This design comes from an exercise in tuning for small area, a short achievable clock period and few clock cycles per item on the open sky130 flow, not from production work. In this exercise RTL edits were held to simulation tests only and were not proved equivalent to the original. Power and IR drop assume default switching activity.

`design/flow/design.v`:
```
`default_nettype none
package mvm_pkg;
	localparam int ROWS   = 16;   
	localparam int COLS   = 16;   
	localparam int DATA_W = 8;
	localparam int ACC_W  = 16;   
	localparam int RING   = COLS + 1;   
	localparam int PH_W   = 5;    
	typedef logic signed [DATA_W-1:0] elem_t;
	typedef logic signed [ACC_W-1:0]  acc_t;
endpackage
`default_nettype wire
`timescale 1ns/1ps
`default_nettype none
module word_ram #(
	parameter int WIDTH = 8,
	parameter int DEPTH = 17
) (
	input  logic                         clk,
	input  logic                         ins,
	input  logic [WIDTH-1:0]             wdata,
	output logic [DEPTH-1:0][WIDTH-1:0]  slot
);
	always_ff @(posedge clk) begin
		slot[0] <= ins ? wdata : slot[DEPTH-1];
		for (int i = 1; i < DEPTH; i++) begin
			slot[i] <= slot[i-1];
		end
	end
endmodule
`default_nettype wire
`timescale 1ns/1ps
`default_nettype none
module mac_row #(
	parameter int TAP = 0
) (
	input  logic           clk,
	input  logic           ins,        
	input  mvm_pkg::elem_t data_q,
	input  logic           first,      
	input  logic           live,       
	input  logic [9:0]     xm1,        
	input  logic [9:0]     xm2,        
	input  logic [9:0]     xm3,
	input  logic [9:0]     xn1,
	input  logic [9:0]     xn2,
	output mvm_pkg::acc_t  acc_s,      
	output mvm_pkg::acc_t  acc_c
);
	logic [mvm_pkg::RING-1:0][mvm_pkg::DATA_W-1:0] slot;
	mvm_pkg::elem_t a_elem;
	word_ram #(
		.WIDTH(mvm_pkg::DATA_W),
		.DEPTH(mvm_pkg::RING)
	) ring_i (
		.clk  (clk),
		.ins  (ins),
		.wdata(data_q),
		.slot (slot)
	);
	assign a_elem = slot[TAP];
	logic [3:0][9:0] row;      
	logic [3:0]      row_t9;   
	logic [3:0][2:0] e;        
	logic [15:0] s_g, c_g, s_next, c_next;
	always_comb begin
		for (int j = 0; j < 4; j++) begin
			e[j][0] = a_elem[2*j] & ~a_elem[2*j+1];
			e[j][1] = ~a_elem[2*j] & a_elem[2*j+1];
			e[j][2] = a_elem[2*j] & a_elem[2*j+1];
		end
		for (int j = 0; j < 3; j++) begin
			row[j]    = ({10{e[j][0]}} & xm1) | ({10{e[j][1]}} & xm2) | ({10{e[j][2]}} & xm3);
			row_t9[j] = live & ~((e[j][0] & xm1[9]) | (e[j][1] & xm2[9]) | (e[j][2] & xm3[9]));
		end
		row[3]    = ({10{e[3][0]}} & xm1) | ({10{e[3][1]}} & xn2) | ({10{e[3][2]}} & xn1);
		row_t9[3] = live & ~((e[3][0] & xm1[9]) | (e[3][1] & xn2[9]) | (e[3][2] & xn1[9]));
	end
	assign s_g = first ? 16'h6000 : acc_s;
	assign c_g = first ? 16'd0 : acc_c;
	logic s1;
	logic c2;
	logic s3;
	logic c4;
	logic s5;
	logic c6;
	logic s7;
	logic c8;
	logic s9;
	logic c10;
	logic s11;
	logic c12;
	logic s13;
	logic c14;
	logic s15;
	logic c16;
	logic s17;
	logic c18;
	logic s19;
	logic c20;
	logic s21;
	logic c22;
	logic s23;
	logic c24;
	logic s25;
	logic c26;
	logic s27;
	logic c28;
	logic s29;
	logic c30;
	logic s31;
	logic c32;
	logic s33;
	logic c34;
	logic s35;
	logic c36;
	logic s37;
	logic c38;
	logic s39;
	logic c40;
	logic s41;
	logic c42;
	logic s43;
	logic c44;
	logic s45;
	logic c46;
	logic s47;
	logic c48;
	logic s49;
	logic c50;
	logic s51;
	logic c52;
	logic s53;
	logic c54;
	logic s55;
	logic c56;
	logic s57;
	logic c58;
	logic s59;
	logic c60;
	logic s61;
	logic c62;
	logic s63;
	logic c64;
	logic s65;
	logic c66;
	logic s67;
	logic c68;
	logic s69;
	logic c70;
	logic s71;
	logic c72;
	logic s73;
	logic c74;
	logic s75;
	logic c76;
	logic s77;
	logic c78;
	logic s79;
	logic c80;
	logic s81;
	logic c82;
	logic s83;
	logic c84;
	logic s85;
	logic c86;
	logic s87;
	logic c88;
	logic s89;
	logic c90;
	logic s91;
	logic c92;
	logic t93;
	assign s1 = (row[0][4]) ^ (row[1][2]);
	assign c2 = (row[0][4]) & (row[1][2]);
	assign s3 = (row[0][5]) ^ (row[1][3]) ^ (row[2][1]);
	assign c4 = ((row[0][5]) & (row[1][3])) | ((row[0][5]) & (row[2][1])) | ((row[1][3]) & (row[2][1]));
	assign s5 = (row[0][6]) ^ (row[1][4]) ^ (row[2][2]);
	assign c6 = ((row[0][6]) & (row[1][4])) | ((row[0][6]) & (row[2][2])) | ((row[1][4]) & (row[2][2]));
	assign s7 = (row[3][0]) ^ (s_g[6]);
	assign c8 = (row[3][0]) & (s_g[6]);
	assign s9 = (row[0][7]) ^ (row[1][5]) ^ (row[2][3]);
	assign c10 = ((row[0][7]) & (row[1][5])) | ((row[0][7]) & (row[2][3])) | ((row[1][5]) & (row[2][3]));
	assign s11 = (row[3][1]) ^ (s_g[7]) ^ (c_g[7]);
	assign c12 = ((row[3][1]) & (s_g[7])) | ((row[3][1]) & (c_g[7])) | ((s_g[7]) & (c_g[7]));
	assign s13 = (row[0][8]) ^ (row[1][6]) ^ (row[2][4]);
	assign c14 = ((row[0][8]) & (row[1][6])) | ((row[0][8]) & (row[2][4])) | ((row[1][6]) & (row[2][4]));
	assign s15 = (row[3][2]) ^ (s_g[8]) ^ (c_g[8]);
	assign c16 = ((row[3][2]) & (s_g[8])) | ((row[3][2]) & (c_g[8])) | ((s_g[8]) & (c_g[8]));
	assign s17 = (row_t9[0]) ^ (row[1][7]) ^ (row[2][5]);
	assign c18 = ((row_t9[0]) & (row[1][7])) | ((row_t9[0]) & (row[2][5])) | ((row[1][7]) & (row[2][5]));
	assign s19 = (row[3][3]) ^ (s_g[9]) ^ (c_g[9]);
	assign c20 = ((row[3][3]) & (s_g[9])) | ((row[3][3]) & (c_g[9])) | ((s_g[9]) & (c_g[9]));
	assign s21 = (row[1][8]) ^ (row[2][6]) ^ (row[3][4]);
	assign c22 = ((row[1][8]) & (row[2][6])) | ((row[1][8]) & (row[3][4])) | ((row[2][6]) & (row[3][4]));
	assign s23 = (s_g[10]) ^ (c_g[10]);
	assign c24 = (s_g[10]) & (c_g[10]);
	assign s25 = (row_t9[1]) ^ (row[2][7]) ^ (row[3][5]);
	assign c26 = ((row_t9[1]) & (row[2][7])) | ((row_t9[1]) & (row[3][5])) | ((row[2][7]) & (row[3][5]));
	assign s27 = (s_g[11]) ^ (c_g[11]);
	assign c28 = (s_g[11]) & (c_g[11]);
	assign s29 = (row[2][8]) ^ (row[3][6]) ^ (s_g[12]);
	assign c30 = ((row[2][8]) & (row[3][6])) | ((row[2][8]) & (s_g[12])) | ((row[3][6]) & (s_g[12]));
	assign s31 = (row_t9[2]) ^ (row[3][7]);
	assign c32 = (row_t9[2]) & (row[3][7]);
	assign s33 = (row[0][2]) ^ (row[1][0]);
	assign c34 = (row[0][2]) & (row[1][0]);
	assign s35 = (row[0][3]) ^ (row[1][1]) ^ (s_g[3]);
	assign c36 = ((row[0][3]) & (row[1][1])) | ((row[0][3]) & (s_g[3])) | ((row[1][1]) & (s_g[3]));
	assign s37 = (s1) ^ (row[2][0]) ^ (s_g[4]);
	assign c38 = ((s1) & (row[2][0])) | ((s1) & (s_g[4])) | ((row[2][0]) & (s_g[4]));
	assign s39 = (c2) ^ (s3) ^ (s_g[5]);
	assign c40 = ((c2) & (s3)) | ((c2) & (s_g[5])) | ((s3) & (s_g[5]));
	assign s41 = (c4) ^ (s5) ^ (s7);
	assign c42 = ((c4) & (s5)) | ((c4) & (s7)) | ((s5) & (s7));
	assign s43 = (c6) ^ (c8) ^ (s9);
	assign c44 = ((c6) & (c8)) | ((c6) & (s9)) | ((c8) & (s9));
	assign s45 = (c10) ^ (c12) ^ (s13);
	assign c46 = ((c10) & (c12)) | ((c10) & (s13)) | ((c12) & (s13));
	assign s47 = (c14) ^ (c16) ^ (s17);
	assign c48 = ((c14) & (c16)) | ((c14) & (s17)) | ((c16) & (s17));
	assign s49 = (c18) ^ (c20) ^ (s21);
	assign c50 = ((c18) & (c20)) | ((c18) & (s21)) | ((c20) & (s21));
	assign s51 = (c22) ^ (c24) ^ (s25);
	assign c52 = ((c22) & (c24)) | ((c22) & (s25)) | ((c24) & (s25));
	assign s53 = (c26) ^ (c28) ^ (s29);
	assign c54 = ((c26) & (c28)) | ((c26) & (s29)) | ((c28) & (s29));
	assign s55 = (c30) ^ (s31) ^ (s_g[13]);
	assign c56 = ((c30) & (s31)) | ((c30) & (s_g[13])) | ((s31) & (s_g[13]));
	assign s57 = (c32) ^ (row[3][8]) ^ (s_g[14]);
	assign c58 = ((c32) & (row[3][8])) | ((c32) & (s_g[14])) | ((row[3][8]) & (s_g[14]));
	assign s59 = (row_t9[3]) ^ (s_g[15]);
	assign c60 = (row_t9[3]) & (s_g[15]);
	assign s61 = (row[0][0]) ^ (s_g[0]);
	assign c62 = (row[0][0]) & (s_g[0]);
	assign s63 = (row[0][1]) ^ (s_g[1]) ^ (c_g[1]);
	assign c64 = ((row[0][1]) & (s_g[1])) | ((row[0][1]) & (c_g[1])) | ((s_g[1]) & (c_g[1]));
	assign s65 = (s33) ^ (s_g[2]) ^ (c_g[2]);
	assign c66 = ((s33) & (s_g[2])) | ((s33) & (c_g[2])) | ((s_g[2]) & (c_g[2]));
	assign s67 = (c34) ^ (s35) ^ (c_g[3]);
	assign c68 = ((c34) & (s35)) | ((c34) & (c_g[3])) | ((s35) & (c_g[3]));
	assign s69 = (c36) ^ (s37) ^ (c_g[4]);
	assign c70 = ((c36) & (s37)) | ((c36) & (c_g[4])) | ((s37) & (c_g[4]));
	assign s71 = (c38) ^ (s39) ^ (c_g[5]);
	assign c72 = ((c38) & (s39)) | ((c38) & (c_g[5])) | ((s39) & (c_g[5]));
	assign s73 = (c40) ^ (s41) ^ (c_g[6]);
	assign c74 = ((c40) & (s41)) | ((c40) & (c_g[6])) | ((s41) & (c_g[6]));
	assign s75 = (c42) ^ (s43) ^ (s11);
	assign c76 = ((c42) & (s43)) | ((c42) & (s11)) | ((s43) & (s11));
	assign s77 = (c44) ^ (s45) ^ (s15);
	assign c78 = ((c44) & (s45)) | ((c44) & (s15)) | ((s45) & (s15));
	assign s79 = (c46) ^ (s47) ^ (s19);
	assign c80 = ((c46) & (s47)) | ((c46) & (s19)) | ((s47) & (s19));
	assign s81 = (c48) ^ (s49) ^ (s23);
	assign c82 = ((c48) & (s49)) | ((c48) & (s23)) | ((s49) & (s23));
	assign s83 = (c50) ^ (s51) ^ (s27);
	assign c84 = ((c50) & (s51)) | ((c50) & (s27)) | ((s51) & (s27));
	assign s85 = (c52) ^ (s53) ^ (c_g[12]);
	assign c86 = ((c52) & (s53)) | ((c52) & (c_g[12])) | ((s53) & (c_g[12]));
	assign s87 = (c54) ^ (s55) ^ (c_g[13]);
	assign c88 = ((c54) & (s55)) | ((c54) & (c_g[13])) | ((s55) & (c_g[13]));
	assign s89 = (c56) ^ (s57) ^ (c_g[14]);
	assign c90 = ((c56) & (s57)) | ((c56) & (c_g[14])) | ((s57) & (c_g[14]));
	assign s91 = (c58) ^ (s59) ^ (c_g[15]);
	assign c92 = ((c58) & (s59)) | ((c58) & (c_g[15])) | ((s59) & (c_g[15]));
	assign t93 = (c90) ^ (s91);
	assign s_next[0] = s61;
	assign s_next[1] = c62;
	assign s_next[2] = c64;
	assign s_next[3] = c66;
	assign s_next[4] = c68;
	assign s_next[5] = c70;
	assign s_next[6] = c72;
	assign s_next[7] = c74;
	assign s_next[8] = c76;
	assign s_next[9] = c78;
	assign s_next[10] = c80;
	assign s_next[11] = c82;
	assign s_next[12] = c84;
	assign s_next[13] = c86;
	assign s_next[14] = c88;
	assign s_next[15] = t93;
	assign c_next[0] = c_g[0];
	assign c_next[1] = s63;
	assign c_next[2] = s65;
	assign c_next[3] = s67;
	assign c_next[4] = s69;
	assign c_next[5] = s71;
	assign c_next[6] = s73;
	assign c_next[7] = s75;
	assign c_next[8] = s77;
	assign c_next[9] = s79;
	assign c_next[10] = s81;
	assign c_next[11] = s83;
	assign c_next[12] = s85;
	assign c_next[13] = s87;
	assign c_next[14] = s89;
	assign c_next[15] = '0;
	always_ff @(posedge clk) begin
		acc_s <= s_next;
		acc_c <= c_next;
	end
endmodule
`default_nettype wire
`timescale 1ns/1ps
`default_nettype none
module result_store (
	input  logic                              clk,
	input  logic                              rd_go,     
	input  mvm_pkg::acc_t [mvm_pkg::ROWS-1:0] acc_s,
	input  mvm_pkg::acc_t [mvm_pkg::ROWS-1:0] acc_c,
	output mvm_pkg::acc_t                     data_out
);
	logic [mvm_pkg::ROWS-1:0] rd_oh;   
	mvm_pkg::acc_t            sel_s;
	mvm_pkg::acc_t            sel_c;
	always_comb begin
		sel_s = '0;
		sel_c = '0;
		for (int r = 0; r < mvm_pkg::ROWS; r++) begin
			sel_s |= acc_s[r] & {mvm_pkg::ACC_W{rd_oh[r]}};
			sel_c |= acc_c[r] & {mvm_pkg::ACC_W{rd_oh[r]}};
		end
	end
	always_ff @(posedge clk) begin
		rd_oh    <= rd_go ? mvm_pkg::ROWS'(1) : {rd_oh[mvm_pkg::ROWS-2:0], 1'b0};
		data_out <= sel_s + sel_c;
	end
endmodule
`default_nettype wire
`timescale 1ns/1ps
`default_nettype none
module mvm_sequencer (
	input  logic                      clk,
	input  logic                      reset,
	input  logic                      load_matrix,
	input  logic                      load_vector,
	input  logic                      start,
	output logic [mvm_pkg::ROWS-1:0]  row_ins,    
	output logic                      vec_ins,    
	output logic [mvm_pkg::PH_W-1:0]  x_sel,      
	output logic                      x_valid,    
	output logic                      m_first,    
	output logic                      m_live,     
	output logic                      rd_go,      
	output logic                      done
);
	localparam logic [mvm_pkg::PH_W-1:0] PH_LAST = mvm_pkg::PH_W'(mvm_pkg::RING - 1);
	logic [mvm_pkg::PH_W-1:0] ph;
	logic       m_act;
	logic [7:0] m_cnt;
	logic [3:0] v_cnt;
	logic       aligned;    
	logic       valid;      
	logic       fb_wait;
	logic       fb_run;
	logic       m_fb_last;
	logic [5:0] x_sel_sum;
	logic [mvm_pkg::PH_W-1:0] x_sel_shift;
	assign x_sel_sum   = 6'(x_sel) + 6'(ph) + 6'd2;
	assign x_sel_shift = (x_sel_sum >= 6'd34) ? 5'(x_sel_sum - 6'd34)
		: (x_sel_sum >= 6'd17) ? 5'(x_sel_sum - 6'd17) : 5'(x_sel_sum);
	always_ff @(posedge clk) begin
		if (reset) begin
			ph <= '0;
		end else if (load_matrix) begin
			ph <= PH_LAST;
		end else begin
			ph <= (ph == PH_LAST) ? '0 : ph + 1'b1;
		end
	end
	always_ff @(posedge clk) begin
		if (reset) begin
			m_act <= 1'b0;
		end else if (load_matrix) begin
			m_act <= 1'b1;
		end else if (m_act && m_cnt == 8'hff) begin
			m_act <= 1'b0;
		end
		m_cnt <= load_matrix ? 8'd0 : m_cnt + 8'd1;
		for (int r = 0; r < mvm_pkg::ROWS; r++) begin
			row_ins[r] <= !reset && m_act && (m_cnt[7:4] == r[3:0]);
		end
	end
	always_ff @(posedge clk) begin
		if (reset) begin
			vec_ins <= 1'b0;
		end else if (load_vector) begin
			vec_ins <= 1'b1;
		end else if (v_cnt == 4'hf) begin
			vec_ins <= 1'b0;
		end
		v_cnt <= load_vector ? 4'd0 : v_cnt + 4'd1;
		if (load_vector) begin
			x_sel   <= (ph == PH_LAST) ? PH_LAST : PH_LAST - 5'd1 - ph;
			aligned <= (ph == '0);
		end else if (load_matrix) begin
			x_sel   <= x_sel_shift;   
		end
	end
	always_ff @(posedge clk) begin
		if (reset) begin
			valid <= 1'b0;
		end else if (load_matrix) begin
			valid <= 1'b0;
		end else if (load_vector) begin
			valid <= (ph == '0);
		end else if (m_fb_last) begin
			valid <= 1'b1;
		end
	end
	always_ff @(posedge clk) begin
		if (reset) begin
			fb_wait <= 1'b0;
			fb_run  <= 1'b0;
		end else begin
			if (start && !valid) begin
				if (ph == '0) begin
					fb_run <= 1'b1;
				end else begin
					fb_wait <= 1'b1;
				end
			end
			if (fb_wait && ph == '0) begin
				fb_wait <= 1'b0;
				fb_run  <= 1'b1;
			end
			if (fb_run && ph == PH_LAST) begin
				fb_run <= 1'b0;
			end
		end
	end
	assign x_valid = (vec_ins && aligned) || fb_run;
	assign rd_go   = !reset && ((start && valid) || m_fb_last);
	always_ff @(posedge clk) begin
		if (reset) begin
			m_first   <= 1'b0;
			m_live    <= 1'b0;
			m_fb_last <= 1'b0;
			done      <= 1'b0;
		end else begin
			m_first   <= x_valid && (ph == 5'd1);
			m_live    <= x_valid;
			m_fb_last <= fb_run && (ph == PH_LAST);
			done      <= rd_go;
		end
	end
endmodule
`default_nettype wire
`timescale 1ns/1ps
`default_nettype none
module mvm_top (
	input  logic           clk,
	input  logic           reset,
	input  logic           load_matrix,
	input  logic           load_vector,
	input  logic           start,
	input  mvm_pkg::elem_t data_in,
	output logic           done,
	output mvm_pkg::acc_t  data_out
);
	logic [mvm_pkg::ROWS-1:0] row_ins;
	logic                     vec_ins;
	logic [mvm_pkg::PH_W-1:0] x_sel;
	logic                     x_valid;
	logic                     rd_go;
	logic                     m_first;
	logic                     m_live;
	mvm_pkg::elem_t           data_q;
	mvm_pkg::elem_t           x_src;
	mvm_pkg::elem_t           x_ring_q;
	logic [9:0]               xm1, xm2, xm3, xn1, xn2;
	logic [9:0]               x_ext;
	logic [mvm_pkg::RING-1:0][mvm_pkg::DATA_W-1:0] x_slot;
	mvm_pkg::acc_t [mvm_pkg::ROWS-1:0] acc_s;
	mvm_pkg::acc_t [mvm_pkg::ROWS-1:0] acc_c;
	mvm_sequencer seq_i (
		.clk        (clk),
		.reset      (reset),
		.load_matrix(load_matrix),
		.load_vector(load_vector),
		.start      (start),
		.row_ins    (row_ins),
		.vec_ins    (vec_ins),
		.x_sel      (x_sel),
		.x_valid    (x_valid),
		.m_first    (m_first),
		.m_live     (m_live),
		.rd_go      (rd_go),
		.done       (done)
	);
	word_ram #(
		.WIDTH(mvm_pkg::DATA_W),
		.DEPTH(mvm_pkg::RING)
	) vec_ring_i (
		.clk  (clk),
		.ins  (vec_ins),
		.wdata(data_in),
		.slot (x_slot)
	);
	always_ff @(posedge clk) begin
		data_q <= data_in;
	end
	always_ff @(posedge clk) begin
		x_ring_q <= mvm_pkg::elem_t'(x_slot[x_sel]);
	end
	assign x_src = vec_ins ? data_in : x_ring_q;
	assign x_ext = 10'(x_src);
	always_ff @(posedge clk) begin
		xm1 <= x_valid ? x_ext : '0;
		xn1 <= x_valid ? -x_ext : '0;
		xm3 <= x_valid ? x_ext + (x_ext << 1) : '0;
	end
	assign xm2 = xm1 << 1;
	assign xn2 = xn1 << 1;
	for (genvar r = 0; r < mvm_pkg::ROWS; r++) begin : g_row
		mac_row #(
			.TAP((r + 1) % mvm_pkg::RING)
		) row_i (
			.clk     (clk),
			.ins     (row_ins[r]),
			.data_q  (data_q),
			.first   (m_first),
			.live    (m_live),
			.xm1     (xm1),
			.xm2     (xm2),
			.xm3     (xm3),
			.xn1     (xn1),
			.xn2     (xn2),
			.acc_s   (acc_s[r]),
			.acc_c   (acc_c[r])
		);
	end
	result_store res_i (
		.clk      (clk),
		.rd_go    (rd_go),
		.acc_s    (acc_s),
		.acc_c    (acc_c),
		.data_out (data_out)
	);
endmodule
`default_nettype wire
```
`design/flow/run.sh`:
```
#!/bin/bash
# synth_recipe.tcl (not shown) runs the flow's synth.tcl, then flattens the netlist and writes it again
# the make line also repeats each setting of config.mk as NAME=value (left out here)
make -C /OpenROAD-flow-scripts/flow DESIGN_CONFIG=/design/flow/config.mk WORK_HOME=/design/flow/orfs CLKGATE_MAP_FILE= SYNTH_SCRIPT=/design/flow/synth_recipe.tcl finish
```
`design/flow/config.mk`:
```
export PLATFORM = sky130hd
export DESIGN_NAME = mvm_top
export DESIGN_NICKNAME = mvm_top
export VERILOG_FILES = /design/flow/design.v
export SDC_FILE = /design/flow/constraint.sdc
export NUM_CORES = 4
export LEC_CHECK = 0
export ABC_AREA = 1
export CAP_MARGIN = 20
export CORE_MARGIN = 2
export CORE_UTILIZATION = 50
export SETUP_SLACK_MARGIN = 3.4
export SLEW_MARGIN = 20
```
`design/flow/constraint.sdc`:
```
create_clock -name core_clock -period 6.5 [get_ports {clk}]
set_input_delay 1.3000 -clock core_clock [delete_from_list [all_inputs] [get_ports {clk}]]
set_output_delay 1.3000 -clock core_clock [all_outputs]
set_load 0.01 [all_outputs]
```
==> out/qor.txt <==
status -> no timing/DRC/antenna violations
Critical Path RT -> 7.26 ns
EDFF count, synth -> 6
footprint of the multi-input gates -> 30900 um^2
fmax -> 318 MHz
YS warnings -> 20
multiplexer share of the synthesized area -> 1.44%
Area Growth Syn to Fin -> 15.5%
Clock transition at path regs -> 0.06 ns
Via Count -> 60100
Via density -> 5.46
die height -> 438 um
row count -> 159
complex-gate fraction of the synthesized area -> 8.29%
CP Max Fanout -> 19
Total Routing Usage GR -> 29.5%
largest family of logic cells by synthesized area -> adder cells
Synth Area in Simple Gates -> 7.15%
ys async rst share -> 0%
largest net degree at the start of global routing -> 93
wire length per cell -> 26.1 um
ys flop type -> dfxtp_1
Sequential Power Share -> 45.6%
Synth top area share -> 61.8%
fin crit share -> 48.4%
nature of the critical path endpoint -> flip-flop
CORE AREA -> 187000 um^2
Syn Nets -> 8925
antenna violation net count after detailed routing -> 0
post-synthesis adder-cell area fraction -> 14.8%
CP arrival -> 3.90 ns
Final Setup Violations -> 0
sequential-to-total area share from yosys stat -> 62.0%
Tmin final -> 3.14 ns
flop and latch count out of synthesis -> 2912
top cells by area, synth -> dfxtp_1 62%, fa_1 13%, inv_1 4.2%, nand2_1 3.8%, nor2_1 2.5%
Sw Pwr -> 12.5 mW
Clk Latency, worst-skew pair -> 0.94 ns
Max-cap violations -> 0
Cells after Synth -> 8158
Nets -> 9079
post-route setup TNS -> 0 ns
fraction of layout cells with a size suffix above 1 -> 11.4%
hold buffer count at cts -> 0
Max Root-Sink Buffers -> 4
Top Ports -> 30
Worst Tran Pin Value -> 1.22 ns
Clock Sinks -> 2912
P_int -> 31.5 mW
Worst slew margin -> 18.5%
Die Span X -> 438 um
register area -> 58500 um^2
global-route wire length before repair -> 408000 um
# fillers -> 15500
CTS tree -> yes
GP Congestion -> 1.07
DPL Wire Length -> 187000 um
unrepaired setup endpoints after global routing -> yes
placed cell count -> 10400
DR iter-0 viols -> 7256
Cell variety after synth -> 54
Clk pwr share -> 38.7%
Cell Pwr Density -> 405 nW/um^2
synthesized area per cell -> 11.5 um^2
Comb power frac -> 15.7%
final wirelength -> 287000 um
Root Driver -> clkbuf_16
CTS buffer count -> 297
Finished Layout Cells -> 11000
Hold Crit Depth -> 0
r2r worst-path depth -> 11
P_leak -> 46.7 nW
# DRC -> 0
fin area -> 109000 um^2
endpoints failing hold -> 0
GRT overflow -> 0
clk_skew -> 0.0503 ns
VDD IR-drop max -> 0.306 mV
max-slew violations -> 0
critical path type -> reg2reg
vias in the first global route -> 59300
initial antenna violation count -> 22
startpoint types -> flip-flop
Sw Share -> 28.4%
TritonRoute pass-1 iters -> 8
xor and xnor area share after synthesis -> 0.595%
Hold WC Path Type -> reg2reg
Initial Utilization -> 50.2%
final core utilization -> 58.0%
post-synth top area cell -> dfxtp_1
Port Buffers -> 29
Post-DP Area -> 96900 um^2
H-tree depth -> 5
die footprint -> 192000 um^2
mapped cell area -> 94200 um^2
==> power groups by stage <==
stage	clock network (mW)	registers (mW)	logic, mW
after floorplan	0	19.9	3.84
after global placement	0	20.6	5.81
after detailed placement	0	20.6	5.99
after CTS	17.3	20.1	6.44
after global routing	18.1	20.2	7.44
final	17.1	20.1	6.92
==> final cells by class <==
class / instances / area share [%]
Tap cell: 2495 / 2.87
Timing Repair Buffer: 174 / 1.91
Clock inverter: 91 / 1.02
Multi-Input combinational cell: 3841 / 28.5
Antenna cell: 8 / 0.0184
Timing Repair inverter: 1 / 0.00460
Clock buffer: 414 / 8.04
Sequential cell: 2912 / 53.8
Inverter: 1085 / 3.91
==> cells in the mapped netlist (all sizes together), types with 2 or more instances <==
master	number
dfxtp	2906
inv	1075
nand2	957
nor2	620
fa	595
a21oi	300
o22ai	273
o221ai	246
o21ai	211
clkbuf	194
ha	159
buf	126
mux2	120
a221oi	58
nand3	53
nand4	42
o211ai	35
xnor2	34
xor2	30
o2111ai	28
a211oi	23
nor3	13
or2	12
clkinv	10
a22o	7
edfxtp	6
o31ai	4
a21o	3
or4	3
a31oi	2
nand3b	2
nor4	2
o2111a	2
==> through the flow <==
step / setup WS [ns] / power (mW) / hold slack [ns]
final: 3.36 / 44.1 / 0.296
after global routing: 3.27 / 45.7 / 0.299
after CTS: 3.39 / 43.9 / 0.293
after detailed placement: 2.40 / 26.6 / 0.312
after global placement: 2.45 / 26.4 / 0.310
after floorplan: 3.73 / 23.8 / 0.310
==> what timing repair did <==
action	in CTS	in global routing
resized for setup	163	177
setup endpoints to repair	381	206
gates cloned	4	6
buffers inserted	27	29
pin swaps	2	16
==> metal layers <==
layer	GRT usage (%)	wire (um)	vias up
met3	8.51	32500	953
li1	-	-	26500
met2	41.8	116000	3390
met4	16.5	19200	8
met1	40.5	119000	29300
met5	0	50	-
==> cell usage in the layout, fill, tap and decap left out, types with 12 or more instances in the layout <==
| cell | instances |
|---|---|
| clkdlybuf4s50_1 | 15 |
| a21oi_2 | 14 |
| nand2_1 | 936 |
| ha_1 | 153 |
| clkbuf_8 | 72 |
| mux2_2 | 120 |
| nor2_1 | 575 |
| dfxtp_1 | 2852 |
| or2_2 | 12 |
| o21ai_1 | 67 |
| nand4_1 | 42 |
| xnor2_1 | 32 |
| clkinv_2 | 43 |
| inv_6 | 12 |
| clkbuf_16 | 310 |
| nand3_1 | 48 |
| dfxtp_2 | 38 |
| inv_1 | 1041 |
| o22ai_1 | 271 |
| buf_12 | 16 |
| clkinvlp_4 | 25 |
| buf_4 | 82 |
| nor2_2 | 33 |
| fa_1 | 595 |
| clkbuf_1 | 39 |
| o21ai_0 | 140 |
| dlygate4sd2_1 | 12 |
| a221oi_1 | 48 |
| buf_6 | 18 |
| a21oi_1 | 286 |
| dfxtp_4 | 16 |
| o2111ai_1 | 26 |
| o211ai_1 | 35 |
| o221ai_1 | 243 |
| bufinv_16 | 23 |
| nand2_2 | 17 |
| xor2_1 | 30 |
| nor2_4 | 12 |
==> state kept, by name, summed over array words and instances, names as in the netlist, 4 cells and up <==
| register | count |
|---|---|
| g_row.row_i.ring_i.slot | 2176 |
| g_row.row_i.acc_s | 256 |
| g_row.row_i.acc_c | 224 |
| vec_ring_i.slot | 136 |
| res_i.data_out | 16 |
| res_i.rd_oh | 16 |
| seq_i.row_ins | 16 |
| xn1 | 10 |
| data_q | 8 |
| seq_i.m_cnt | 8 |
| x_ring_q | 8 |
| xm1 | 7 |
| xm3 | 7 |
| seq_i.ph | 5 |
| seq_i.x_sel | 5 |
| seq_i.v_cnt | 4 |
==> path summary, 6_finish.rpt <==
kind	startpoint	end	slack, ns
worst max-delay path	res_i.rd_oh[13]$_SDFF_PP0_	res_i.data_out[15]$_DFF_P_	3.36
worst max register to register	res_i.rd_oh[13]$_SDFF_PP0_	res_i.data_out[15]$_DFF_P_	3.36
worst min register to register	g_row[11].row_i.ring_i.slot[117]$_DFF_P_	g_row[11].row_i.ring_i.slot[125]$_DFF_P_	0.30
worst min-delay path	g_row[11].row_i.ring_i.slot[117]$_DFF_P_	g_row[11].row_i.ring_i.slot[125]$_DFF_P_	0.30
==> cells by family (layout without fill, tap and decap cells) <==
| kind of cell | Yosys count | in the layout |
|---|---|---|
| other | 0 | 8 |
| buffers and inverters | 1405 | 1765 |
| flip-flops | 2912 | 2912 |
| AO/OA/AOI/OAI | 1197 | 1197 |
| adder cells (fa/ha/maj) | 754 | 754 |
| XOR/XNOR | 64 | 64 |
| AND/OR/NAND/NOR | 1706 | 1706 |
| multiplexers | 120 | 120 |
==> critical path, cell delays in order, from the launching register on <==
cell	delay, ns
dfxtp_1	0.29
buf_4	0.23
nand2_1	0.20
nand2_1	0.13
a221oi_1	0.60
nand3_1	0.43
ha_1	0.51
a21oi_1	0.17
nand2_1	0.08
nor2_1	0.11
nand2_1	0.07
xor2_1	0.14
Testbench counts, summed over its fixed seeds: cycles 10,104, items 192.

## re-timing with driven ports
Ports are ideal in the flow. The routed layout listed here was re-timed in OpenROAD.
Step 1, drivers: a clkbuf_16 drives clk and a buf_2 each remaining input, both assumed.
Step 2 moves the port delays by t, midway between the first and last clock arrival at a register: inputs arrive t later, outputs are due t later. That takes back most of the time a late clock gives input paths.
Slacks: ideal / step 1 / step 2; pairs: ideal / step 1.
shift t [ns]: 1.002
setup slack, ns: 3.356 / 3.356 / 2.731
hold WS [ns]: 0.296 / 0.296 / 0.296
After both steps this run still meets setup and hold. The setup slack of this run moves by 0.000 ns with the drivers and by -0.625 ns with both steps.
